Context: an optimization exercise on an open-source flow, tuned for small area, a short achievable clock period and few clock cycles per item. The choices shown serve that exercise and are no tape-out recipe. RTL that was checked went through simulation tests only; none was proved equivalent to the original. The RTL of runs 1 and 2 was laid out without a check of its function.

===== flow/design.v =====
module fft8_top
(
    input  logic              clk,
    input  logic              reset,
    input  logic              sample_valid_i,
    input  logic [23:0]       sample_i,
    output logic              accept_o,
    input  logic              out_ready_i,
    output logic              out_valid_o,
    output logic [31:0]       bin_o,
    output logic              complete_o
);
    localparam int AW = 14;
    localparam logic [32:0] TW_C = 33'd23170;
    localparam logic [32:0] RND  = 33'd32767;
    logic [2:0] r8;
    logic [1:0] r;
    logic [2:0] r8_n;
    assign r    = r8[1:0];
    assign r8_n = r8 + 1'b1;
    always_ff @(posedge clk)
    begin
        if (reset)
            r8 <= 3'd7;
        else
            r8 <= r8_n;
    end
    logic               iv;
    logic [2:0]         in_n;
    logic signed [11:0] ixr;
    logic signed [11:0] ixi;
    logic [2:0]         tcnt;
    logic               take;
    logic               proc;
    logic               clr;
    logic               neg2;
    logic               rf;
    logic               rf_n;
    logic               iv_n;
    logic [2:0]         in_n_n;
    logic               proc_n;
    logic               load;
    assign accept_o = ~iv | proc;
    assign take     = sample_valid_i & accept_o;
    assign iv_n     = take | (iv & ~proc);
    assign in_n_n   = take ? tcnt : in_n;
    assign proc_n   = iv_n & (in_n_n == r8_n) & ((in_n_n != 3'd0) | ~rf_n);
    always_ff @(posedge clk)
    begin
        if (reset)
        begin
            iv   <= 1'b0;
            tcnt <= '0;
            proc <= 1'b0;
            clr  <= 1'b0;
            neg2 <= 1'b0;
        end
        else
        begin
            iv   <= iv_n;
            if (take)
                tcnt <= tcnt + 1'b1;
            proc <= proc_n;
            clr  <= proc_n & (in_n_n[2:1] == 2'd0);
            neg2 <= proc_n & in_n_n[1];
        end
    end
    always_ff @(posedge clk)
    begin
        if (take)
        begin
            in_n <= tcnt;
            ixr  <= sample_i[23:12];
            ixi  <= sample_i[11:0];
        end
    end
    logic signed [AW-1:0] p_re [4];
    logic signed [AW-1:0] p_im [4];
    logic signed [AW-1:0] q_re [4];
    logic signed [AW-1:0] q_im [4];
    logic signed [AW-1:0] s_re [4];
    logic signed [AW-1:0] s_im [4];
    logic signed [AW-1:0] xr;
    logic signed [AW-1:0] xi;
    logic signed [AW-1:0] qb_re [4];
    logic signed [AW-1:0] qb_im [4];
    assign xr = proc ? AW'(ixr) : '0;
    assign xi = proc ? AW'(ixi) : '0;
    always_comb
    begin
        for (int k = 0; k < 4; k++)
        begin
            qb_re[k] = clr ? '0 : q_re[k];
            qb_im[k] = clr ? '0 : q_im[k];
        end
        s_re[0] = xr + qb_re[0];
        s_im[0] = xi + qb_im[0];
        s_re[1] = xr - qb_im[1];
        s_im[1] = xi + qb_re[1];
        s_re[2] = (xr ^ {AW{neg2}}) + qb_re[2] + AW'(neg2);
        s_im[2] = (xi ^ {AW{neg2}}) + qb_im[2] + AW'(neg2);
        s_re[3] = xr + qb_im[3];
        s_im[3] = xi - qb_re[3];
    end
    always_ff @(posedge clk)
    begin
        for (int k = 0; k < 4; k++)
        begin
            p_re[k] <= s_re[k];
            p_im[k] <= s_im[k];
            q_re[k] <= p_re[k];
            q_im[k] <= p_im[k];
        end
    end
    logic signed [AW-1:0] he_re [4];
    logic signed [AW-1:0] he_im [4];
    logic signed [AW-1:0] ho_re [4];
    logic signed [AW-1:0] ho_im [4];
    logic                 hv;
    logic [2:0]           c;
    logic                 rdy;
    logic                 iss;
    logic                 h_free;
    assign rdy    = ~out_valid_o | out_ready_i;
    assign iss    = hv & rdy & (c[1:0] == r);
    assign h_free = ~hv | (iss & (c == 3'd7));
    assign load   = (r8 == 3'd7) & h_free & (rf | proc);
    assign rf_n   = ~load & (rf | (proc & (in_n == 3'd7)));
    always_ff @(posedge clk)
    begin
        for (int i = 0; i < 4; i++)
        begin
            if (load)
            begin
                he_re[i] <= p_re[i];
                he_im[i] <= p_im[i];
                ho_re[i] <= s_re[i];
                ho_im[i] <= s_im[i];
            end
            else
            begin
                he_re[i] <= he_re[(i + 1) % 4];
                he_im[i] <= he_im[(i + 1) % 4];
                ho_re[i] <= ho_re[(i + 1) % 4];
                ho_im[i] <= ho_im[(i + 1) % 4];
            end
        end
    end
    always_ff @(posedge clk)
    begin
        if (reset)
        begin
            hv <= 1'b0;
            c  <= '0;
            rf <= 1'b0;
        end
        else
        begin
            rf <= rf_n;
            if (load)
            begin
                hv <= 1'b1;
                c  <= '0;
            end
            else if (iss)
            begin
                c <= c + 1'b1;
                if (c == 3'd7)
                    hv <= 1'b0;
            end
        end
    end
    logic [1:0]         k;
    logic               h;
    logic signed [15:0] er;
    logic signed [15:0] ei;
    logic signed [15:0] orr;
    logic signed [15:0] oi;
    logic signed [15:0] br;
    logic signed [15:0] bi;
    logic signed [15:0] wr;
    logic signed [15:0] wi;
    logic signed [15:0] oa;
    logic signed [15:0] ob;
    logic signed [15:0] te;
    logic signed [15:0] u;
    logic signed [18:0] f;
    logic [18:0]        oa_x;
    logic               sub_u;
    logic               ng;
    logic               sg;
    logic [1:0] kq;
    logic       subq;
    logic       is2q;
    always_ff @(posedge clk)
    begin
        kq   <= r8_n[1:0];
        subq <= ~(r8_n[0] ^ r8_n[1]);
        is2q <= (r8_n[1:0] == 2'd2);
    end
    assign k   = kq;
    assign h   = c[2];
    assign er  = 16'(he_re[0]);
    assign ei  = 16'(he_im[0]);
    assign orr = 16'(ho_re[0]);
    assign oi  = 16'(ho_im[0]);
    always_comb
    begin
        br = k[1] ? oi : orr;
        bi = k[1] ? orr : oi;
        wr = h ? er - br : er + br;
        wi = (h ^ k[1]) ? ei - bi : ei + bi;
        if (k[0])
        begin
            oa = oi;
            ob = orr;
            te = er;
        end
        else
        begin
            oa = 16'(ho_im[1]);
            ob = 16'(ho_re[1]);
            te = 16'(he_im[1]);
        end
        sub_u = subq;
        oa_x  = 19'(oa) ^ {19{sub_u}};
        u     = 16'(19'(ob) + oa_x + 19'(sub_u));
        f     = (19'(ob) << 2) + 19'(ob) + (oa_x << 2) + oa_x + (sub_u ? 19'd5 : 19'd0);
        ng = sub_u;
        sg = is2q ^ h;
    end
    logic               v1;
    logic               odd1;
    logic signed [15:0] w1r;
    logic signed [15:0] w1i;
    logic signed [15:0] e1;
    logic signed [15:0] u1;
    logic signed [18:0] f1;
    logic               rho1;
    logic               sg1;
    logic               ng1;
    always_ff @(posedge clk)
    begin
        if (reset)
            v1 <= 1'b0;
        else if (rdy)
            v1 <= iss;
    end
    always_ff @(posedge clk)
    begin
        if (rdy)
        begin
            odd1 <= k[0];
            w1r  <= wr;
            w1i  <= wi;
            e1   <= te ^ {16{ng}};
            u1   <= u ^ {16{sg}};
            f1   <= f ^ {19{sg}};
            rho1 <= h;
            sg1  <= sg;
            ng1  <= ng;
        end
    end
    logic [32:0] kk;
    logic [32:0] t;
    logic [15:0] tx;
    logic [15:0] hold_re;
    assign kk = (rho1 ? RND : 33'd0) + (sg1 ? 33'd4738 : 33'd0)
              + (ng1 ? 33'd32768 : 33'd0);
    assign t  = (33'(e1) << 15) + (33'(f1) << 12) + (33'(f1) << 9)
              + (33'(u1) << 7) + (33'(u1) << 1) + kk;
    assign tx = t[30:15];
    always_ff @(posedge clk)
    begin
        if (rdy & v1 & ~odd1)
            hold_re <= tx;
    end
    always_ff @(posedge clk)
    begin
        if (reset)
            out_valid_o <= 1'b0;
        else if (rdy)
            out_valid_o <= v1;
    end
    always_ff @(posedge clk)
    begin
        if (rdy)
            bin_o <= odd1 ? {hold_re, tx} : {w1r, w1i};
    end
    logic [2:0] ocnt;
    logic [1:0] fcnt;
    logic [1:0] fcnt_n;
    logic       f_in;
    logic       f_out;
    logic       fire;
    assign fire   = out_valid_o & out_ready_i;
    assign f_in   = take & (tcnt == 3'd7);
    assign f_out  = fire & (ocnt == 3'd7);
    assign fcnt_n = fcnt + 2'(f_in) - 2'(f_out);
    always_ff @(posedge clk)
    begin
        if (reset)
        begin
            ocnt       <= '0;
            fcnt       <= '0;
            complete_o <= 1'b0;
        end
        else
        begin
            if (fire)
                ocnt <= ocnt + 1'b1;
            fcnt       <= fcnt_n;
            complete_o <= (fcnt_n != 2'd0);
        end
    end
endmodule

===== flow/run.sh =====
#!/bin/bash
# synth_recipe.tcl (not shown) runs the flow's synth.tcl, then flattens the netlist and writes it again
# the make line also repeats each setting of config.mk as NAME=value (left out here)
make -C /OpenROAD-flow-scripts/flow DESIGN_CONFIG=/design/flow/config.mk WORK_HOME=/design/flow/orfs CLKGATE_MAP_FILE= SYNTH_SCRIPT=/design/flow/synth_recipe.tcl finish

===== flow/config.mk =====
export PLATFORM = sky130hd
export DESIGN_NAME = fft8_top
export DESIGN_NICKNAME = fft8_top
export VERILOG_FILES = /design/flow/design.v
export SDC_FILE = /design/flow/constraint.sdc
export NUM_CORES = 4
export LEC_CHECK = 0
export CAP_MARGIN = 20
export CORE_MARGIN = 2
export CORE_UTILIZATION = 40
export SLEW_MARGIN = 20

===== flow/constraint.sdc =====
create_clock -name core_clock -period 9.5 [get_ports {clk}]
set_input_delay 1.9000 -clock core_clock [delete_from_list [all_inputs] [get_ports {clk}]]
set_output_delay 1.9000 -clock core_clock [all_outputs]
set_load 0.01 [all_outputs]

==> results of run 1 <==
flip-flops by register name, summed over array words and instances, names as in the netlist, 14 cells and up:
register,cells
p_re,56
p_im,56
he_re,56
e1,14
f1,17
q_im,56
w1r,16
u1,16
hold_re,16
bin_o,32
w1i,16
ho_re,56
q_re,56
ho_im,56
he_im,56
cells in the final DEF (no fill, tap or decap), types with 11 or more instances in the layout:
cell                              count
sky130_fd_sc_hd__nand2_1            591
sky130_fd_sc_hd__dfxtp_1            474
sky130_fd_sc_hd__ha_1               249
sky130_fd_sc_hd__inv_1              225
sky130_fd_sc_hd__xnor2_1            207
sky130_fd_sc_hd__edfxtp_1           155
sky130_fd_sc_hd__nor2_1             145
sky130_fd_sc_hd__a21oi_1            143
sky130_fd_sc_hd__nor2b_1            109
sky130_fd_sc_hd__o21ai_0             97
sky130_fd_sc_hd__fa_1                97
sky130_fd_sc_hd__mux2_2              86
sky130_fd_sc_hd__xor2_1              80
sky130_fd_sc_hd__clkbuf_16           71
sky130_fd_sc_hd__clkdlybuf4s50_1     62
sky130_fd_sc_hd__mux2i_1             53
sky130_fd_sc_hd__nand2b_1            52
sky130_fd_sc_hd__a21o_1              46
sky130_fd_sc_hd__nor3_1              44
sky130_fd_sc_hd__nand3_1             29
sky130_fd_sc_hd__o21a_1              28
sky130_fd_sc_hd__and2_1              24
sky130_fd_sc_hd__o31ai_1             19
sky130_fd_sc_hd__clkbuf_1            19
sky130_fd_sc_hd__a211oi_1            18
sky130_fd_sc_hd__a31oi_1             17
sky130_fd_sc_hd__and3_1              16
sky130_fd_sc_hd__o21bai_1            15
sky130_fd_sc_hd__buf_4               15
sky130_fd_sc_hd__nand4_1             14
sky130_fd_sc_hd__o211ai_1            12
sky130_fd_sc_hd__clkbuf_8            12
sky130_fd_sc_hd__o2111ai_1           11
cell families (layout without fill, tap and decap cells):
logic type | after synthesis | after routing | synth area share, %
buf+inv | 345 | 433 | 4.19
flops | 633 | 633 | 43.4
xor+xnor | 288 | 288 | 7.73
compound gates | 480 | 480 | 9.51
mux | 140 | 140 | 4.62
fa+ha+maj | 346 | 346 | 15.4
simple gates | 1083 | 1083 | 15.1
other cells | 0 | 2 | 0
metrics by stage:
| stage | hold WS, ns | utilization, % | setup WS, ns | cells |
|---|---|---|---|---|
| after floorplan | 0.331 | - | 3.71 | 3315 |
| after global placement | 0.333 | 42.5 | 3.88 | 4336 |
| after detailed placement | 0.335 | 42.5 | 3.83 | 4336 |
| after CTS | 0.329 | 45.3 | 4.25 | 4463 |
| after global routing | 0.349 | 45.3 | 3.96 | 4463 |
| final | 0.338 | 45.3 | 4.24 | 4465 |
layout make-up:
| cell class | count | share of cell area, % |
|---|---|---|
| antenna | 2 | 0.0137 |
| clock buffer | 102 | 5.50 |
| clock inverter | 25 | 0.691 |
| tap | 1060 | 3.62 |
| multi-input combinational | 2337 | 46.9 |
| timing repair buffer | 78 | 2.06 |
| sequential | 633 | 38.9 |
| inverter | 228 | 2.35 |
how the worst max path moves through the flow:
stage,from,to,slack [ns],cells past startpoint
after floorplan,out_ready_i,ho_im[0][10],3.71,8
after global placement,out_ready_i,ho_re[3][12],3.88,10
after detailed placement,out_ready_i,ho_re[3][12],3.83,10
after CTS,kq[0],f1[17],4.25,16
after global routing,kq[0],f1[17],3.96,17
final,kq[0],f1[17],4.24,16
per-layer routing:
layer / track usage (%) / up-vias / routed length (um)
met5: 0 / - / 0
met3: 2.54 / 117 / 3930
met2: 30.4 / 455 / 35900
li1: - / 11200 / -
met4: 6.07 / 0 / 2150
met1: 28.0 / 10600 / 40100
==> insert_results.sql, run 1 <==
INSERT INTO impl_metrics (metric_group, metric, value, unit) VALUES
('final_layout', 'final_design_area_no_fill', '0.0366', 'sq mm'),
('timing', 'setup_total_negative_slack', '0', 'ns'),
('global_routing', 'globalRoute.totalOverflow', '0', ''),
('logic_synthesis', 'edff_count_synth', '155', ''),
('min_path', 'timing.hold.worst_path_depth', '0', ''),
('final_layout', 'layout.filler_cells', '7656', ''),
('floorplan', 'initial_utilization', '40.5', '%'),
('run', 'max_cap_check_violation_count', '0', ''),
('logic_synthesis', 'syn-num-nets', '3689', ''),
('critical_path', 'path_max_fanout', '47', ''),
('logic_synthesis', 'synth-warning-count', '13', ''),
('clock_network', 'ctsResizeCount', '0', ''),
('detailed_routing', 'totalWireLength', '82000', 'um'),
('clock_network', 'tritoncts_clock_tree', 'done', ''),
('detailed_routing', 'dr.pass1.iters', '5', ''),
('clock_network', 'h_tree_depth', '3', ''),
('outcome', 'outcome', 'complete, no violations', ''),
('clock_network', 'post_cts.repair.setup_buffers', '0', ''),
('min_path', 'hold_end', 'q_re[3][5]', ''),
('global_routing', 'grt_pass1_wl', '128000', 'um'),
('logic_synthesis', 'post_synth_instance_area', '0.0327', 'sq mm'),
('place', 'dp.final_hpwl', '62300', 'um'),
('place', 'detailed_place.area', '0.0343', 'sq mm'),
('clock_network', 'cts_made_buffers', '69', ''),
('logic_synthesis', 'synth_commonest_cells', 'sky130_fd_sc_hd__nand2_1, sky130_fd_sc_hd__dfxtp_1, sky130_fd_sc_hd__ha_1', ''),
('floorplan', 'core-area', '0.0808', 'sq mm'),
('critical_path', 'critical_path_slowest_stage_cell', 'sky130_fd_sc_hd__buf_4', ''),
('clock_network', 'ctsHoldBuffers', '0', ''),
('min_path', 'worst_hold_path_type', 'reg -> reg', ''),
('final_layout', 'final_net_count', '3721', ''),
('final_layout', 'drive_above_1_share', '7.26', '%'),
('critical_path', 'required', '9.86', 'ns'),
('global_routing', 'globalRouteTotalUtil', '19.5', '%'),
('clock_network', 'clk_path_buf_depth', '3', ''),
('place', 'place.port_buffers', '62', ''),
('logic_synthesis', 'yosys.area.top_type_share', '29.2', '%'),
('global_routing', 'antenna_found_initial', '3', ''),
('logic_synthesis', 'ys_async_sr_fraction', '0', '%'),
('clock_network', 'insertion_delay', '0.63', 'ns'),
('detailed_routing', 'route.detailed.drc', '0', ''),
('final_layout', 'multi_input_comb_area', '0.0172', 'sq mm'),
('min_path', 'hold_start', 'p_re[3][5]', ''),
('critical_path', 'timing.critical_path.max_delay_family', 'adder cells', ''),
('critical_path', 'worst_path_largest_cell_delay', '0.57', 'ns'),
('critical_path', 'crit_type', 'reg -> reg', ''),
('critical_path', 'start_kind', 'register', ''),
('critical_path', 'worstPathCellList', 'buf_4 > mux2_2 > fa_1 > inv_1 > fa_1 > inv_1 > ha_1 > ha_1 > fa_1 > a21o_1 > a21oi_1 > nor2b_1 > o2111ai_1 > a21oi_1 > o41ai_1 > xnor2_1', ''),
('detailed_routing', 'detailroute.via_count', '22400', ''),
('floorplan', 'die-area', '0.0842', 'sq mm'),
('detailed_routing', 'drtIter0Drc', '1411', ''),
('logic_synthesis', 'synth_top_flop_cell', 'sky130_fd_sc_hd__dfxtp_1', ''),
('critical_path', 'critical_path_buf_inv_count', '3', ''),
('critical_path', 'crit-reg2reg-capture', 'f1[17]', ''),
('logic_synthesis', 'syn_inst', '3315', ''),
('critical_path', 'rrSetupSlack', '4.24', 'ns'),
('timing', 'report.final.slew_viol_count', '0', ''),
('floorplan', 'fp.dieW', '290', 'um'),
('logic_synthesis', 'synth.yosys.seq_area_share', '43.4', '%'),
('floorplan', 'design.portCount', '63', ''),
('logic_synthesis', 'synth_largest_area_cell', 'sky130_fd_sc_hd__dfxtp_1', ''),
('timing', 'setup_repair_after_global_routing_missed_its_margin', 'no', ''),
('critical_path', 'reg2reg_from', 'kq[0]', ''),
('global_routing', 'grt_max_degree', '193', ''),
('clock_network', 'path_clk_slew', '0.06', 'ns'),
('floorplan', 'floorplan.die.height', '290', 'um'),
('global_routing', 'number_of_global_route_vias_before_repair', '22200', ''),
('timing', 'slew_headroom', '37.5', '%');
==> run 2, diff against run 1 <==
--- a/flow/design.v
+++ b/flow/design.v
@@ -118,10 +118,11 @@
     logic signed [AW-1:0] ho_im [4];
     logic                 hv;
     logic [2:0]           c;
+    logic                 sk_v;
     logic                 rdy;
     logic                 iss;
     logic                 h_free;
-    assign rdy    = ~out_valid_o | out_ready_i;
+    assign rdy    = ~sk_v;
     assign iss    = hv & rdy & (c[1:0] == r);
     assign h_free = ~hv | (iss & (c == 3'd7));
     assign load   = (r8 == 3'd7) & h_free & (rf | proc);
@@ -208,8 +209,8 @@
     begin
         br = k[1] ? oi : orr;
         bi = k[1] ? orr : oi;
-        wr = h ? er - br : er + br;
-        wi = (h ^ k[1]) ? ei - bi : ei + bi;
+        wr = er + (br ^ {16{h}}) + 16'(h);
+        wi = ei + (bi ^ {16{h ^ k[1]}}) + 16'(h ^ k[1]);
         if (k[0])
         begin
             oa = oi;
@@ -275,25 +276,40 @@
         if (rdy & v1 & ~odd1)
             hold_re <= tx;
     end
+    logic [31:0] x;
+    logic        send;
+    logic        fire;
+    logic [31:0] sk_d;
+    assign x    = odd1 ? {hold_re, tx} : {w1r, w1i};
+    assign send = rdy & v1;
+    assign fire = out_valid_o & out_ready_i;
     always_ff @(posedge clk)
     begin
         if (reset)
+        begin
             out_valid_o <= 1'b0;
-        else if (rdy)
-            out_valid_o <= v1;
+            sk_v        <= 1'b0;
+        end
+        else if (~out_valid_o | fire)
+        begin
+            out_valid_o <= sk_v | send;
+            sk_v        <= 1'b0;
+        end
+        else if (send)
+            sk_v <= 1'b1;
     end
     always_ff @(posedge clk)
     begin
-        if (rdy)
-            bin_o <= odd1 ? {hold_re, tx} : {w1r, w1i};
+        if (~out_valid_o | fire)
+            bin_o <= sk_v ? sk_d : x;
+        if (send & out_valid_o)
+            sk_d <= x;
     end
     logic [2:0] ocnt;
     logic [1:0] fcnt;
     logic [1:0] fcnt_n;
     logic       f_in;
     logic       f_out;
-    logic       fire;
-    assign fire   = out_valid_o & out_ready_i;
     assign f_in   = take & (tcnt == 3'd7);
     assign f_out  = fire & (ocnt == 3'd7);
     assign fcnt_n = fcnt + 2'(f_in) - 2'(f_out);
==> run 2 against run 1 <==
Effect of this change: first-iteration DRC count is the same; sequential share of layout area grew 0.85 points; largest cell class unchanged; core utilization grew 0.46 points; clock skew grew 0.0016 ns; via count grew 1.6%; maximum frequency grew 1.3%; critical path type unchanged; area after synthesis grew 3.4%.
==> insert_results.sql, run 2 <==
INSERT INTO impl_metrics (metric_group, metric, value, unit) VALUES
('timing', 'setup_total_negative_slack', '0', 'ns'),
('timing', 'report.final.hold_viol_count', '0', ''),
('run', 'max_cap_check_violation_count', '0', ''),
('clock_network', 'insertion_delay', '0.63', 'ns'),
('timing', 'final_setup_violation_count', '0', ''),
('clock_network', 'clk_path_buf_depth', '3', ''),
('place', 'routabilityCongestion', '0.877', ''),
('global_routing', 'globalRoute.totalOverflow', '0', ''),
('final_layout', 'layout.area.seq', '0.0152', 'sq mm'),
('final_layout', 'multi_input_comb_area', '0.0174', 'sq mm'),
('logic_synthesis', 'post_synth_instance_area', '0.0339', 'sq mm'),
('detailed_routing', 'drtIter0Drc', '1411', ''),
('floorplan', 'floorplan.die.height', '295', 'um'),
('final_layout', 'layout.filler_cells', '7882', ''),
('critical_path', 'setup.worst_path.end_class', 'register', ''),
('global_routing', 'number_of_global_route_vias_before_repair', '22900', ''),
('final_layout', 'layout.cells.most_common', 'sky130_fd_sc_hd__nand2_1', ''),
('detailed_routing', 'routed_via_density', '4.95', ''),
('global_routing', 'antenna_found_initial', '2', ''),
('final_layout', 'finalCoreUtilization', '45.7', '%'),
('logic_synthesis', 'yosys_register_bits', '666', ''),
('logic_synthesis', 'synth_top_flop_cell', 'sky130_fd_sc_hd__dfxtp_1', ''),
('timing', 'setup_repair_after_global_routing_missed_its_margin', 'no', ''),
('logic_synthesis', 'synth_largest_area_cell', 'sky130_fd_sc_hd__dfxtp_1', ''),
('floorplan', 'fp.dieW', '295', 'um'),
('place', 'place.port_buffers', '62', ''),
('logic_synthesis', 'yosysUniqueCellTypes', '79', ''),
('detailed_routing', 'dr.pass1.iters', '6', ''),
('final_layout', 'layout.cells.most_common_list', 'sky130_fd_sc_hd__nand2_1, sky130_fd_sc_hd__dfxtp_1, sky130_fd_sc_hd__ha_1', ''),
('global_routing', 'globalRouteTotalUtil', '18.9', '%'),
('timing', 'hold_ws', '0.344', 'ns'),
('clock_network', 'clock_sink_count', '666', ''),
('clock_network', 'post_cts.repair.setup_buffers', '0', ''),
('place', 'dp.final_hpwl', '60500', 'um'),
('clock_network', 'cts_made_buffers', '76', ''),
('logic_synthesis', 'synthTopCellsByArea', 'sky130_fd_sc_hd__dfxtp_1, sky130_fd_sc_hd__edfxtp_1, sky130_fd_sc_hd__ha_1', ''),
('logic_synthesis', 'synth_commonest_cells', 'sky130_fd_sc_hd__nand2_1, sky130_fd_sc_hd__dfxtp_1, sky130_fd_sc_hd__ha_1', ''),
('timing', 'final_period_minus_worst_setup_slack', '5.19', 'ns'),
('detailed_routing', 'route.detailed.drc', '0', ''),
('outcome', 'outcome', 'complete, no violations', ''),
('timing', 'max_clock_freq', '193', 'MHz'),
('critical_path', 'start_kind', 'register', ''),
('final_layout', 'areaGrowthSynthToFinish', '13.0', '%'),
('critical_path', 'worst_path_largest_cell_delay', '0.54', 'ns'),
('logic_synthesis', 'ys_async_sr_fraction', '0', '%'),
('logic_synthesis', 'edff_count_synth', '187', ''),
('detailed_routing', 'drt.antenna.violating_nets', '0', ''),
('clock_network', 'tritoncts_clock_tree', 'done', ''),
('critical_path', 'timing.critical_path.arrival', '5.58', 'ns'),
('logic_synthesis', 'postSynthAreaPerCell', '10.1', 'sq um'),
('final_layout', 'final_net_count', '3775', ''),
('final_layout', 'final_design_area_no_fill', '0.0383', 'sq mm'),
('floorplan', 'core-area', '0.0837', 'sq mm'),
('logic_synthesis', 'yosys.area.top_type_share', '28.3', '%'),
('critical_path', 'critical_path_slowest_stage_cell', 'sky130_fd_sc_hd__buf_4', ''),
('clock_network', 'ctsHoldBuffers', '0', ''),
('global_routing', 'grt_max_degree', '141', ''),
('final_layout', 'drive_above_1_share', '8.34', '%'),
('clock_network', 'cts-root-buf', 'sky130_fd_sc_hd__clkbuf_16', ''),
('timing', 'tightest_slew', '0.961', 'ns'),
('detailed_routing', 'totalWireLength', '81100', 'um'),
('clock_network', 'h_tree_depth', '3', ''),
('critical_path', 'required', '9.88', 'ns'),
('detailed_routing', 'wl_per_cell', '17.6', 'um'),
('floorplan', 'rows', '106', ''),
('critical_path', 'path_max_fanout', '46', ''),
('min_path', 'worst_hold_path_type', 'reg -> reg', ''),
('logic_synthesis', 'syn_inst', '3350', ''),
('critical_path', 'crit_type', 'reg -> reg', ''),
('detailed_routing', 'detailroute.via_count', '22800', ''),
('timing', 'report.final.slew_viol_count', '0', ''),
('logic_synthesis', 'synth-warning-count', '13', ''),
('timing', 'post-route-period-util', '54.7', '%'),
('floorplan', 'design.portCount', '63', ''),
('floorplan', 'die-area', '0.0870', 'sq mm'),
('timing', 'slew_headroom', '35.0', '%'),
('logic_synthesis', 'synth.yosys.seq_area_share', '44.9', '%'),
('place', 'detailed_place.area', '0.0357', 'sq mm'),
('critical_path', 'worstPathCellList', 'buf_4 > mux2i_1 > xnor2_1 > fa_1 > fa_1 > ha_1 > ha_1 > nor2b_1 > o31a_1 > o41ai_1 > o21ai_1 > o41ai_1 > o211ai_1 > and3_1', ''),
('global_routing', 'grt_pass1_wl', '128000', 'um'),
('logic_synthesis', 'most_instantiated_library_cell_after_synthesis', 'sky130_fd_sc_hd__nand2_1', ''),
('floorplan', 'initial_utilization', '40.5', '%'),
('clock_network', 'ctsResizeCount', '0', ''),
('logic_synthesis', 'syn-num-nets', '3718', ''),
('clock_network', 'path_clk_slew', '0.06', 'ns'),
('timing', 'final.setup_skew', '0.0305', 'ns');
run 2: changes by cell type in the layout (fill, tap and decap cells not counted), moves of 16 or more:
cell / change
sky130_fd_sc_hd__o211ai_1: +17
sky130_fd_sc_hd__mux2_2: +16
sky130_fd_sc_hd__nor3_1: +20
sky130_fd_sc_hd__edfxtp_1: +32
sky130_fd_sc_hd__o31ai_1: -17
sky130_fd_sc_hd__mux2i_1: +17
sky130_fd_sc_hd__and3_1: +17
sky130_fd_sc_hd__nand2_1: -33
sky130_fd_sc_hd__a21oi_1: -16
run 2: critical path, delay by kind of cell (launching register included):
| family | cells | cell delay, ns |
|---|---|---|
| compound gates | 5 | 1.42 |
| fa+ha+maj | 4 | 1.63 |
| simple gates | 2 | 0.34 |
| xor+xnor | 1 | 0.44 |
| flops | 1 | 0.31 |
| mux | 1 | 0.21 |
| buf+inv | 1 | 0.54 |
run 2: final timing paths:
kind,slack (ns),to,start,cells past startpoint
worst max register to register,4.31,f1[17],kq[0],14
worst max-delay path,4.31,f1[17],kq[0],14
worst min register to register,0.34,q_im[0][1],p_im[0][1],0
worst min-delay path,0.34,q_im[0][1],p_im[0][1],0
run 2: metrics by stage:
stage          std cells  worst slack [ns]
2_1_floorplan       3350              4.67
3_3_place_gp        4463              4.35
3_5_place_dp        4463              4.29
4_1_cts             4600              4.26
5_1_grt             4600              3.86
6_report            4601              4.31
run 2: area by class of cell:
cell class,count,share of cell area (%)
clock buffers,91,5.36
inverters,222,2.18
multi-input cells,2358,45.5
diodes,1,0.00654
well taps,1134,3.71
flip-flops and latches,666,39.7
clock inverters,46,1.43
repair buffers,83,2.07
run 2: cells by family after synthesis:
group                      synth area share (%)
and+or+nand+nor                            15.2
AOI/OAI and AO/OA                          8.79
DFF                                        44.9
xor gates and xnor gates                   7.09
muxes                                      5.55
buffers and inverters                      3.75
adders and majority gates                  14.7
run 2: layer usage:
metal / GRT usage [%] / vias to the layer above / wire length [um]
met5: 0 / - / 0
met4: 5.44 / 0 / 2050
met3: 2.45 / 126 / 3160
met2: 30.0 / 402 / 35900
met1: 27.0 / 10700 / 40000
li1: - / 11500 / -
==> run 3, diff against run 2 <==
--- a/flow/design.v
+++ b/flow/design.v
@@ -185,8 +185,6 @@
     logic signed [15:0] ob;
     logic signed [15:0] te;
     logic signed [15:0] u;
-    logic signed [18:0] f;
-    logic [18:0]        oa_x;
     logic               sub_u;
     logic               ng;
     logic               sg;
@@ -224,9 +222,7 @@
             te = 16'(he_im[1]);
         end
         sub_u = subq;
-        oa_x  = 19'(oa) ^ {19{sub_u}};
-        u     = 16'(19'(ob) + oa_x + 19'(sub_u));
-        f     = (19'(ob) << 2) + 19'(ob) + (oa_x << 2) + oa_x + (sub_u ? 19'd5 : 19'd0);
+        u     = ob + (oa ^ {16{sub_u}}) + 16'(sub_u);
         ng = sub_u;
         sg = is2q ^ h;
     end
@@ -236,7 +232,6 @@
     logic signed [15:0] w1i;
     logic signed [15:0] e1;
     logic signed [15:0] u1;
-    logic signed [18:0] f1;
     logic               rho1;
     logic               sg1;
     logic               ng1;
@@ -256,32 +251,90 @@
             w1i  <= wi;
             e1   <= te ^ {16{ng}};
             u1   <= u ^ {16{sg}};
-            f1   <= f ^ {19{sg}};
             rho1 <= h;
             sg1  <= sg;
             ng1  <= ng;
         end
     end
-    logic [32:0] kk;
-    logic [32:0] t;
+    localparam int TW = 33;
+    logic [TW-1:0] kk;
+    logic [TW-1:0] op [8];
+    logic [TW-1:0] l1 [6];
+    logic [TW-1:0] l2 [4];
+    logic [TW-1:0] l3 [3];
+    logic [TW-1:0] l4 [2];
+    logic [15:0]   lo_sum;
+    logic          lo_c;
+    function automatic void csa(input logic [TW-1:0] a, input logic [TW-1:0] b,
+                                input logic [TW-1:0] c, output logic [TW-1:0] s,
+                                output logic [TW-1:0] y);
+        s = a ^ b ^ c;
+        y = ((a & b) | (a & c) | (b & c)) << 1;
+    endfunction
+    assign kk = (rho1 ? TW'(RND) : '0) + (sg1 ? TW'(TW_C) : '0)
+              + (ng1 ? TW'(33'd32768) : '0);
+    always_comb
+    begin
+        op[0] = TW'(e1) << 15;
+        op[1] = TW'(u1) << 14;
+        op[2] = TW'(u1) << 12;
+        op[3] = TW'(u1) << 11;
+        op[4] = TW'(u1) << 9;
+        op[5] = TW'(u1) << 7;
+        op[6] = TW'(u1) << 1;
+        op[7] = kk;
+        csa(op[0], op[1], op[2], l1[0], l1[1]);
+        csa(op[3], op[4], op[5], l1[2], l1[3]);
+        l1[4] = op[6];
+        l1[5] = op[7];
+        csa(l1[0], l1[1], l1[2], l2[0], l2[1]);
+        csa(l1[3], l1[4], l1[5], l2[2], l2[3]);
+        csa(l2[0], l2[1], l2[2], l3[0], l3[1]);
+        l3[2] = l2[3];
+        csa(l3[0], l3[1], l3[2], l4[0], l4[1]);
+        lo_sum = 16'(l4[0][14:0]) + 16'(l4[1][14:0]);
+        lo_c   = lo_sum[15];
+    end
+    logic        vt;
+    logic        oddt;
+    logic [15:0] tra;
+    logic [15:0] trb;
+    logic        trc;
+    logic [15:0] wtr;
+    logic [15:0] wti;
+    always_ff @(posedge clk)
+    begin
+        if (reset)
+            vt <= 1'b0;
+        else if (rdy)
+            vt <= v1;
+    end
+    always_ff @(posedge clk)
+    begin
+        if (rdy)
+        begin
+            oddt <= odd1;
+            tra  <= l4[0][30:15];
+            trb  <= l4[1][30:15];
+            trc  <= lo_c;
+            wtr  <= w1r;
+            wti  <= w1i;
+        end
+    end
     logic [15:0] tx;
     logic [15:0] hold_re;
-    assign kk = (rho1 ? RND : 33'd0) + (sg1 ? 33'd4738 : 33'd0)
-              + (ng1 ? 33'd32768 : 33'd0);
-    assign t  = (33'(e1) << 15) + (33'(f1) << 12) + (33'(f1) << 9)
-              + (33'(u1) << 7) + (33'(u1) << 1) + kk;
-    assign tx = t[30:15];
+    assign tx = tra + trb + 16'(trc);
     always_ff @(posedge clk)
     begin
-        if (rdy & v1 & ~odd1)
+        if (rdy & vt & ~oddt)
             hold_re <= tx;
     end
     logic [31:0] x;
     logic        send;
     logic        fire;
     logic [31:0] sk_d;
-    assign x    = odd1 ? {hold_re, tx} : {w1r, w1i};
-    assign send = rdy & v1;
+    assign x    = oddt ? {hold_re, tx} : {wtr, wti};
+    assign send = rdy & vt;
     assign fire = out_valid_o & out_ready_i;
     always_ff @(posedge clk)
     begin
==> run 3 against run 2 <==
Effect of this change: flip-flop and latch count up 50; critical path type unchanged; still clean on timing, DRC and antenna; count of clock-buffer cells in the layout up 21; area after synthesis down 2.3%; clock skew down 0.0058 ns; maximum frequency up 27%.
==> insert_results.sql, run 3 <==
INSERT INTO impl_metrics (metric_group, metric, value, unit) VALUES
('timing', 'tightest_slew', '0.888', 'ns'),
('clock_network', 'clock_sink_count', '716', ''),
('detailed_routing', 'routed_via_density', '4.80', ''),
('timing', 'post-route-period-util', '43.1', '%'),
('timing', 'final.setup_skew', '0.0247', 'ns'),
('final_layout', 'finalCoreUtilization', '45.6', '%'),
('critical_path', 'worstSetupStartpoint', 'clr', ''),
('timing', 'slew_headroom', '40.4', '%'),
('critical_path', 'path_max_fanout', '69', ''),
('final_layout', 'final_net_count', '3449', ''),
('critical_path', 'setup.worst_path.end_class', 'register', ''),
('floorplan', 'rows', '105', ''),
('critical_path', 'start_kind', 'register', ''),
('final_layout', 'multi_input_comb_area', '0.0154', 'sq mm'),
('global_routing', 'globalRouteTotalUtil', '16.8', '%'),
('detailed_routing', 'drt.antenna.violating_nets', '0', ''),
('run', 'max_cap_check_violation_count', '0', ''),
('timing', 'final_period_minus_worst_setup_slack', '4.09', 'ns'),
('logic_synthesis', 'postSynthAreaPerCell', '10.9', 'sq um'),
('timing', 'report.final.slew_viol_count', '0', ''),
('critical_path', 'timing.critical_path.arrival', '4.60', 'ns'),
('global_routing', 'globalRoute.busiestLayer', 'met2', ''),
('floorplan', 'initial_utilization', '40.4', '%'),
('detailed_routing', 'wl_per_cell', '16.7', 'um'),
('critical_path', 'crit_type', 'reg -> reg', ''),
('global_routing', 'globalRoute.totalOverflow', '0', ''),
('final_layout', 'layout.filler_cells', '7631', ''),
('final_layout', 'layout.cells.most_common', 'sky130_fd_sc_hd__nand2_1', ''),
('logic_synthesis', 'synth-warning-count', '18', ''),
('timing', 'final_setup_violation_count', '0', ''),
('final_layout', 'layout.cells.most_common_list', 'sky130_fd_sc_hd__nand2_1, sky130_fd_sc_hd__dfxtp_1, sky130_fd_sc_hd__edfxtp_1', ''),
('timing', 'setup_total_negative_slack', '0', 'ns'),
('clock_network', 'insertion_delay', '0.62', 'ns'),
('logic_synthesis', 'edff_count_synth', '236', ''),
('detailed_routing', 'totalWireLength', '70700', 'um'),
('final_layout', 'areaGrowthSynthToFinish', '13.0', '%'),
('logic_synthesis', 'synth.yosys.seq_area_share', '50.4', '%'),
('floorplan', 'die-area', '0.0851', 'sq mm'),
('detailed_routing', 'dr.pass1.iters', '5', ''),
('min_path', 'worst_hold_path_type', 'reg -> reg', ''),
('clock_network', 'clk_path_buf_depth', '3', ''),
('floorplan', 'design.portCount', '63', ''),
('global_routing', 'grt_pass1_wl', '113000', 'um'),
('clock_network', 'cts_made_buffers', '77', ''),
('timing', 'max_clock_freq', '244', 'MHz'),
('logic_synthesis', 'yosys_register_bits', '716', ''),
('logic_synthesis', 'yosys.area.top_type_share', '29.0', '%'),
('final_layout', 'drive_above_1_share', '8.56', '%'),
('global_routing', 'grt_max_degree', '123', ''),
('floorplan', 'core-area', '0.0820', 'sq mm'),
('critical_path', 'required', '10.01', 'ns'),
('clock_network', 'path_clk_slew', '0.06', 'ns'),
('logic_synthesis', 'syn-num-nets', '3387', ''),
('logic_synthesis', 'ys_async_sr_fraction', '0', '%'),
('logic_synthesis', 'synth_commonest_cells', 'sky130_fd_sc_hd__nand2_1, sky130_fd_sc_hd__dfxtp_1, sky130_fd_sc_hd__edfxtp_1', ''),
('outcome', 'outcome', 'complete, no violations', ''),
('clock_network', 'h_tree_depth', '3', ''),
('place', 'routabilityCongestion', '0.869', ''),
('clock_network', 'cts-root-buf', 'sky130_fd_sc_hd__clkbuf_16', ''),
('place', 'dp.final_hpwl', '51400', 'um'),
('detailed_routing', 'drtIter0Drc', '1289', ''),
('logic_synthesis', 'most_instantiated_library_cell_after_synthesis', 'sky130_fd_sc_hd__nand2_1', ''),
('logic_synthesis', 'syn_inst', '3041', ''),
('final_layout', 'layout.area.seq', '0.0167', 'sq mm'),
('place', 'detailed_place.area', '0.0349', 'sq mm'),
('logic_synthesis', 'post_synth_instance_area', '0.0331', 'sq mm'),
('logic_synthesis', 'synth_top_flop_cell', 'sky130_fd_sc_hd__dfxtp_1', ''),
('timing', 'hold_ws', '0.348', 'ns'),
('clock_network', 'post_cts.repair.setup_buffers', '0', ''),
('global_routing', 'met3_usage', '2.26', '%'),
('detailed_routing', 'route.detailed.drc', '0', ''),
('clock_network', 'tritoncts_clock_tree', 'done', ''),
('logic_synthesis', 'yosysUniqueCellTypes', '65', ''),
('critical_path', 'rrSetupSlack', '5.41', 'ns'),
('timing', 'report.final.hold_viol_count', '0', ''),
('floorplan', 'floorplan.die.height', '292', 'um'),
('floorplan', 'fp.dieW', '292', 'um'),
('global_routing', 'number_of_global_route_vias_before_repair', '20300', ''),
('global_routing', 'global_route.usage.met2', '25.6', '%'),
('timing', 'setup_repair_after_global_routing_missed_its_margin', 'no', ''),
('final_layout', 'final_design_area_no_fill', '0.0374', 'sq mm'),
('clock_network', 'ctsResizeCount', '0', ''),
('global_routing', 'gr-usage-met1', '24.8', '%'),
('min_path', 'hold_start', 'p_re[0][2]', ''),
('clock_network', 'ctsHoldBuffers', '0', ''),
('final_layout', 'num_antenna_cells', '0', ''),
('global_routing', 'antenna_found_initial', '2', ''),
('critical_path', 'reg2reg_from', 'clr', ''),
('logic_synthesis', 'synth_largest_area_cell', 'sky130_fd_sc_hd__dfxtp_1', ''),
('place', 'place.port_buffers', '62', ''),
('logic_synthesis', 'synthTopCellsByArea', 'sky130_fd_sc_hd__dfxtp_1, sky130_fd_sc_hd__edfxtp_1, sky130_fd_sc_hd__ha_1', ''),
('detailed_routing', 'detailroute.via_count', '20300', '');
-- run 3: changes by cell type after synthesis, moves of 19 or more --
cell,before,now
sky130_fd_sc_hd__nand2_1,558,585
sky130_fd_sc_hd__a21oi_1,127,103
sky130_fd_sc_hd__o211ai_1,29,7
sky130_fd_sc_hd__inv_1,220,167
sky130_fd_sc_hd__a211oi_1,28,7
sky130_fd_sc_hd__nor3_1,64,16
sky130_fd_sc_hd__buf_2,37,18
sky130_fd_sc_hd__edfxtp_1,187,236
sky130_fd_sc_hd__nor2_1,147,99
sky130_fd_sc_hd__a21o_1,41,67
sky130_fd_sc_hd__ha_1,243,222
sky130_fd_sc_hd__and3_1,33,9
sky130_fd_sc_hd__o21ai_0,87,68
-- run 3: routing by layer --
metal	wire, um	part of all wire (%)
met1	35900	51
met2	30500	43
met3	2860	4.0
met4	1540	2.2
met5	0	0
-- run 3: stage by stage --
stage | std cells | setup WS [ns]
4_1_cts | 4236 | 5.36
2_1_floorplan | 3041 | 3.24
3_3_place_gp | 4094 | 5.16
5_1_grt | 4236 | 5.13
6_report | 4236 | 5.41
3_5_place_dp | 4094 | 5.16
-- run 3: final timing paths --
path	depth (start not counted)	end
worst max-delay path	10	ho_im[0][13]
worst min-delay path	0	q_re[0][2]
worst max register to register	10	ho_im[0][13]
worst min register to register	0	q_re[0][2]
-- run 3: worst max-delay path: stages, from the launching register on --
cell                       delay [ns]
sky130_fd_sc_hd__dfxtp_4         0.68
sky130_fd_sc_hd__buf_4           0.69
sky130_fd_sc_hd__nor2b_1         0.12
sky130_fd_sc_hd__ha_1            0.36
sky130_fd_sc_hd__a21oi_1         0.11
sky130_fd_sc_hd__o21ai_0         0.42
sky130_fd_sc_hd__nand3_1         0.20
sky130_fd_sc_hd__o311ai_0        0.75
sky130_fd_sc_hd__o31ai_1         0.18
sky130_fd_sc_hd__xnor2_1         0.18
sky130_fd_sc_hd__mux2_2          0.27
-- run 3: logic make-up after synthesis --
| logic type | synth area share (%) |
|---|---|
| AND/OR/NAND/NOR | 12.8 |
| flip-flops | 50.4 |
| AO/OA/AOI/OAI | 7.02 |
| adder cells (fa/ha/maj) | 14.2 |
| buffers and inverters | 3.07 |
| XOR/XNOR | 6.91 |
| multiplexers | 5.60 |
-- run 3: area by class of cell --
class	instances	share of cell area, %
Inverter	167	1.69
Sequential cell	716	44.7
Tap cell	1070	3.58
Multi-Input combinational cell	2061	41.2
Clock buffer	112	6.05
Clock inverter	30	0.783
Timing Repair Buffer	80	2.05
Testbench counts of run 3, summed over its fixed seeds: cycles 3,168, frames 384.

port drivers added, routing unchanged:
How much do the figures lean on ideal ports? The routed layouts below were timed once more, with nothing changed but the port constraints.
Step 1, drivers: a clkbuf_16 drives clk and a buf_2 each remaining input, both assumed.
Step 2 times the ports against the registers' clock, not the clock port: input delays grow and output delays shrink by t, the midpoint of the rising clock arrivals with the driver on.
a / b / c = ideal / step 1 / step 2; a / b = the first two.
run	t, ns	setup slack, ns	worst register clock-pin slew, ns	cell pins on the clock port's net
run 1	0.679	4.238 / 4.238 / 3.878	0.06 / 0.06	1
run 2	0.680	4.308 / 4.308 / 4.308	0.07 / 0.07	1
run 3	0.673	5.408 / 5.408 / 5.192	0.06 / 0.06	1
After both steps every run listed still meets setup and hold. The setup slack of run 1, which loses most, moves by 0.000 ns with the drivers and by -0.360 ns with both steps.
